Source: an optimization exercise on an open RTL-to-GDS flow (aim: small area, a short achievable clock period and few clock cycles per item). Production flows keep margins and buffers that such runs may drop. Only simulation tests tie the RTL to the original design; equivalence was not proved. No activity file was given, so power comes from the tool's default toggle rates.

==> flow/design.v <==
`default_nettype none
package frgbe_pkg;
   localparam logic [62:0] BlackThreshold = 63'h3E112E0BE826D695;
   localparam logic [10:0] OverflowExp = 11'd1150;
   localparam logic [10:0] ExpBase = 11'd894;
   localparam logic [10:0] ExpFloor = 11'd896;
   function automatic logic below_threshold(input logic [62:0] x);
      logic [63:0] lt, gt;
      lt = '0;
      gt = '0;
      for (int i = 0; i < 63; i++) begin
         lt[i] = ~x[i] & BlackThreshold[i];
         gt[i] = x[i] & ~BlackThreshold[i];
      end
      for (int w = 1; w < 64; w = w * 2) begin
         for (int i = 0; i + w < 64; i = i + 2 * w) begin
            lt[i] = lt[i + w] | (~gt[i + w] & lt[i]);
            gt[i] = gt[i + w] | (~lt[i + w] & gt[i]);
         end
      end
      below_threshold = lt[0];
   endfunction
endpackage
`default_nettype wire
`default_nettype none
module frgbe_max
(
   input  wire logic [63:0] in_bits,
   output logic [7:0]       out_exp,
   output logic             out_below,
   output logic             out_inf,
   output logic             out_over
);
   logic ones, frac_nz, valid;
   logic [10:0] off;
   always_comb begin
      ones = &in_bits[62:52];
      frac_nz = |in_bits[51:0];
      valid = !in_bits[63] && !ones;
      off = in_bits[62:52] - frgbe_pkg::ExpBase;
      out_exp = (valid && in_bits[62:52] >= frgbe_pkg::ExpFloor) ? off[7:0] : 8'd0;
      out_inf = !in_bits[63] && ones && !frac_nz;
      out_over = valid && (in_bits[62:52] >= frgbe_pkg::OverflowExp);
      out_below = in_bits[63] || (ones && frac_nz) ||
                  frgbe_pkg::below_threshold(in_bits[62:0]);
   end
endmodule
`default_nettype wire
`default_nettype none
module frgbe_scale
(
   input  wire logic [7:0]  e0, e1, e2,
   input  wire logic [6:0]  f0, f1, f2,
   input  wire logic        black,
   input  wire logic        over,
   output logic [31:0]      out_word
);
   logic [8:0] d01, d02, d12;
   logic sel0, sel1, sel2;
   logic [2:0] n01, n02, n12, sh0, sh1, sh2;
   logic z0, z1, z2;
   logic [7:0] m0, m1, m2, eb;
   function automatic logic ge8(input logic [8:0] d);
      ge8 = !d[8] && (d[7:3] != 5'd0);
   endfunction
   function automatic logic le8n(input logic [8:0] d);
      le8n = d[8] && ((d[7:3] != 5'h1F) || (d[2:0] == 3'd0));
   endfunction
   always_comb begin
      d01 = {1'b0, e0} - {1'b0, e1};
      d02 = {1'b0, e0} - {1'b0, e2};
      d12 = {1'b0, e1} - {1'b0, e2};
      n01 = 3'd0 - d01[2:0];
      n02 = 3'd0 - d02[2:0];
      n12 = 3'd0 - d12[2:0];
      sel0 = !d01[8] && !d02[8];
      sel1 = !sel0 && !d12[8];
      sel2 = !sel0 && !sel1;
      z0 = (sel1 && le8n(d01)) || (sel2 && le8n(d02));
      sh0 = sel1 ? n01 : (sel2 ? n02 : 3'd0);
      z1 = (sel0 && ge8(d01)) || (sel2 && le8n(d12));
      sh1 = sel0 ? d01[2:0] : (sel2 ? n12 : 3'd0);
      z2 = (sel0 && ge8(d02)) || (sel1 && ge8(d12));
      sh2 = sel0 ? d02[2:0] : (sel1 ? d12[2:0] : 3'd0);
      m0 = {1'b1, f0} >> sh0;
      m1 = {1'b1, f1} >> sh1;
      m2 = {1'b1, f2} >> sh2;
      eb = sel0 ? e0 : (sel1 ? e1 : e2);
      if (black) out_word = '0;
      else if (over) out_word = '1;
      else out_word = {eb, z2 ? 8'd0 : m2, z1 ? 8'd0 : m1, z0 ? 8'd0 : m0};
   end
endmodule
`default_nettype wire
`default_nettype none
module float_to_rgbe_encode
(
   input  wire logic         clock,
   input  wire logic         reset,
   input  wire logic         req_tvalid,
   output logic              req_tready,
   input  wire logic [191:0] req_tdata,   
   output logic              rsp_tvalid,
   input  wire logic         rsp_tready,
   output logic [31:0]       rsp_tdata    
);
   logic adv, v1_ff, v2_ff;
   logic [31:0] w_ff, w_in;
   logic [7:0] e0, e1, e2, e0_ff, e1_ff, e2_ff;
   logic [6:0] f0_ff, f1_ff, f2_ff;
   logic b0, b1, b2, i0, i1, i2, o0, o1, o2;
   logic black_ff, over_ff;
   frgbe_max u_c0 (.in_bits(req_tdata[63:0]), .out_exp(e0),
                   .out_below(b0), .out_inf(i0), .out_over(o0));
   frgbe_max u_c1 (.in_bits(req_tdata[127:64]), .out_exp(e1),
                   .out_below(b1), .out_inf(i1), .out_over(o1));
   frgbe_max u_c2 (.in_bits(req_tdata[191:128]), .out_exp(e2),
                   .out_below(b2), .out_inf(i2), .out_over(o2));
   frgbe_scale u_scale (.e0(e0_ff), .e1(e1_ff), .e2(e2_ff), .f0(f0_ff), .f1(f1_ff), .f2(f2_ff),
                        .black(black_ff), .over(over_ff), .out_word(w_in));
   assign adv = rsp_tready;
   assign req_tready = rsp_tready;
   always_ff @(posedge clock) begin
      if (reset) begin
         v1_ff <= 1'b0;
         v2_ff <= 1'b0;
      end else if (adv) begin
         v1_ff <= req_tvalid;
         v2_ff <= v1_ff;
      end
      if (adv) begin
         e0_ff <= e0;
         e1_ff <= e1;
         e2_ff <= e2;
         f0_ff <= req_tdata[51:45];
         f1_ff <= req_tdata[115:109];
         f2_ff <= req_tdata[179:173];
         black_ff <= b0 && b1 && b2;
         over_ff <= i0 || i1 || i2 || o0 || o1 || o2;
         w_ff <= w_in;
      end
   end
   assign rsp_tvalid = v2_ff;
   assign rsp_tdata = w_ff;
endmodule
`default_nettype wire
export LEC_CHECK = 0
export ABC_AREA = 1
export CAP_MARGIN = 20
export CORE_MARGIN = 2
export CORE_UTILIZATION = 50
export CTS_BUF_LIST = sky130_fd_sc_hd__clkbuf_8
export CTS_CLUSTER_DIAMETER = 100
export CTS_CLUSTER_SIZE = 30
export SETUP_SLACK_MARGIN = 3.5
export SLEW_MARGIN = 20
create_clock -name core_clock -period 6.3 [get_ports {clock}]
standard.sh (not shown) runs the stock make flow with config.mk's settings and CLKGATE_MAP_FILE= SYNTH_SCRIPT=/design/flow/synth_recipe.tcl, a recipe that flattens the netlist after the stock synthesis.
==> flow/flow/run.sh <==
#!/bin/bash
# Standard layout, except that the port buffers are the smallest buffer cell
# instead of the delay buffer buffer_ports picks by default, and that the
# rsp_tready and req_tready pins are placed side by side (io.tcl), as the
# only path from an input port to an output port runs between them.
# Each tool's full output lands in the ORFS logs under orfs/logs; make's own
# output in make.log.
set -euo pipefail
export BUFFER_PORTS_ARGS="-buffer_cell sky130_fd_sc_hd__buf_1"
export IO_CONSTRAINTS="$PWD/flow/io.tcl"
bash standard.sh > make.log 2>&1
==> flow/flow/io.tcl <==
# keep the two ready pins next to each other
set_io_pin_constraint -group -order -pin_names {rsp_tready req_tready}
Testbench counts at the start, summed over its fixed seeds: cycles 9,616, items 9,600.
Next try:
--- a/flow/design.v
+++ b/flow/design.v
@@ -48,15 +48,15 @@
 `default_nettype wire
 `default_nettype none
 module frgbe_scale
 (
    input  wire logic [7:0]  e0, e1, e2,
    input  wire logic [6:0]  f0, f1, f2,
-   input  wire logic        black,
-   input  wire logic        over,
-   output logic [31:0]      out_word
+   output logic [7:0]       out_eb,
+   output logic [7:0]       out_m0, out_m1, out_m2,
+   output logic             out_z0, out_z1, out_z2
 );
    logic [8:0] d01, d02, d12;
    logic sel0, sel1, sel2;
    logic [2:0] n01, n02, n12, sh0, sh1, sh2;
    logic z0, z1, z2;
    logic [7:0] m0, m1, m2, eb;
@@ -83,15 +83,19 @@
       z2 = (sel0 && ge8(d02)) || (sel1 && ge8(d12));
       sh2 = sel0 ? d02[2:0] : (sel1 ? d12[2:0] : 3'd0);
       m0 = {1'b1, f0} >> sh0;
       m1 = {1'b1, f1} >> sh1;
       m2 = {1'b1, f2} >> sh2;
       eb = sel0 ? e0 : (sel1 ? e1 : e2);
-      if (black) out_word = '0;
-      else if (over) out_word = '1;
-      else out_word = {eb, z2 ? 8'd0 : m2, z1 ? 8'd0 : m1, z0 ? 8'd0 : m0};
+      out_eb = eb;
+      out_m0 = m0;
+      out_m1 = m1;
+      out_m2 = m2;
+      out_z0 = z0;
+      out_z1 = z1;
+      out_z2 = z2;
    end
 endmodule
 `default_nettype wire
 `default_nettype none
 module float_to_rgbe_encode
 (
@@ -102,25 +106,27 @@
    input  wire logic [191:0] req_tdata,   
    output logic              rsp_tvalid,
    input  wire logic         rsp_tready,
    output logic [31:0]       rsp_tdata    
 );
    logic adv, v1_ff, v2_ff;
-   logic [31:0] w_ff, w_in;
+   logic [7:0] eb_in, m0_in, m1_in, m2_in, eb_ff, m0_ff, m1_ff, m2_ff;
+   logic z0_in, z1_in, z2_in, z0_ff, z1_ff, z2_ff, black2_ff, over2_ff;
    logic [7:0] e0, e1, e2, e0_ff, e1_ff, e2_ff;
    logic [6:0] f0_ff, f1_ff, f2_ff;
    logic b0, b1, b2, i0, i1, i2, o0, o1, o2;
    logic black_ff, over_ff;
    frgbe_max u_c0 (.in_bits(req_tdata[63:0]), .out_exp(e0),
                    .out_below(b0), .out_inf(i0), .out_over(o0));
    frgbe_max u_c1 (.in_bits(req_tdata[127:64]), .out_exp(e1),
                    .out_below(b1), .out_inf(i1), .out_over(o1));
    frgbe_max u_c2 (.in_bits(req_tdata[191:128]), .out_exp(e2),
                    .out_below(b2), .out_inf(i2), .out_over(o2));
    frgbe_scale u_scale (.e0(e0_ff), .e1(e1_ff), .e2(e2_ff), .f0(f0_ff), .f1(f1_ff), .f2(f2_ff),
-                        .black(black_ff), .over(over_ff), .out_word(w_in));
+                        .out_eb(eb_in), .out_m0(m0_in), .out_m1(m1_in), .out_m2(m2_in),
+                        .out_z0(z0_in), .out_z1(z1_in), .out_z2(z2_in));
    assign adv = rsp_tready;
    assign req_tready = rsp_tready;
    always_ff @(posedge clock) begin
       if (reset) begin
          v1_ff <= 1'b0;
          v2_ff <= 1'b0;
@@ -134,13 +140,25 @@
          e2_ff <= e2;
          f0_ff <= req_tdata[51:45];
          f1_ff <= req_tdata[115:109];
          f2_ff <= req_tdata[179:173];
          black_ff <= b0 && b1 && b2;
          over_ff <= i0 || i1 || i2 || o0 || o1 || o2;
-         w_ff <= w_in;
+         eb_ff <= eb_in;
+         m0_ff <= m0_in;
+         m1_ff <= m1_in;
+         m2_ff <= m2_in;
+         z0_ff <= z0_in;
+         z1_ff <= z1_in;
+         z2_ff <= z2_in;
+         black2_ff <= black_ff;
+         over2_ff <= over_ff;
       end
    end
    assign rsp_tvalid = v2_ff;
-   assign rsp_tdata = w_ff;
+   always_comb begin
+      if (black2_ff) rsp_tdata = '0;
+      else if (over2_ff) rsp_tdata = '1;
+      else rsp_tdata = {eb_ff, z2_ff ? 8'd0 : m2_ff, z1_ff ? 8'd0 : m1_ff, z0_ff ? 8'd0 : m0_ff};
+   end
 endmodule
 `default_nettype wire
Effect: Flip-flop and latch count rose by 5. Clock skew hardly moves. Worst setup slack barely changes. Final area rose by about 1.8%. Sequential power rose by about 14%. Die area rose by about 3%. Non-clock buffer count does not change. Global-route usage fell by 2.3 points. Cell count rose by about 2.2%. Critical path depth is unchanged. Total power stays flat.
Testbench counts after the change, summed over its fixed seeds: cycles 9,616, items 9,600.

-- re-timing with driven ports --
How much do the figures lean on ideal ports? The routed layouts below were timed once more, with nothing changed but the port constraints. Step 1 (the two cells are an assumption about what drives the block):
set clk [get_ports {clock}]
set_driving_cell -lib_cell sky130_fd_sc_hd__clkbuf_16 $clk
set_driving_cell -lib_cell sky130_fd_sc_hd__buf_2 [delete_from_list [all_inputs] $clk]
Step 2 moves the port delays by t, midway between the first and last clock arrival at a register: inputs arrive t later, outputs are due t later. That takes back most of the time a late clock gives input paths. a / b / c = ideal / step 1 / step 2; a / b = the first two.
| run | t (ns) | setup slack, ns | slew at the worst register clock pin (ns) | worst slew at a driven data input, ns | pins driven straight from the clock port |
|---|---|---|---|---|---|
| the first run | 0.390 | 3.537 / 3.511 / 3.421 | 0.09 / 0.09 | 0.09 | 1 |
| the second run | 0.393 | 3.534 / 3.511 / 3.488 | 0.09 / 0.09 | 0.07 | 1 |
After both steps every run listed still meets setup and hold. The setup slack of the first run, which loses most, moves by -0.026 ns with the drivers and by -0.116 ns with both steps.
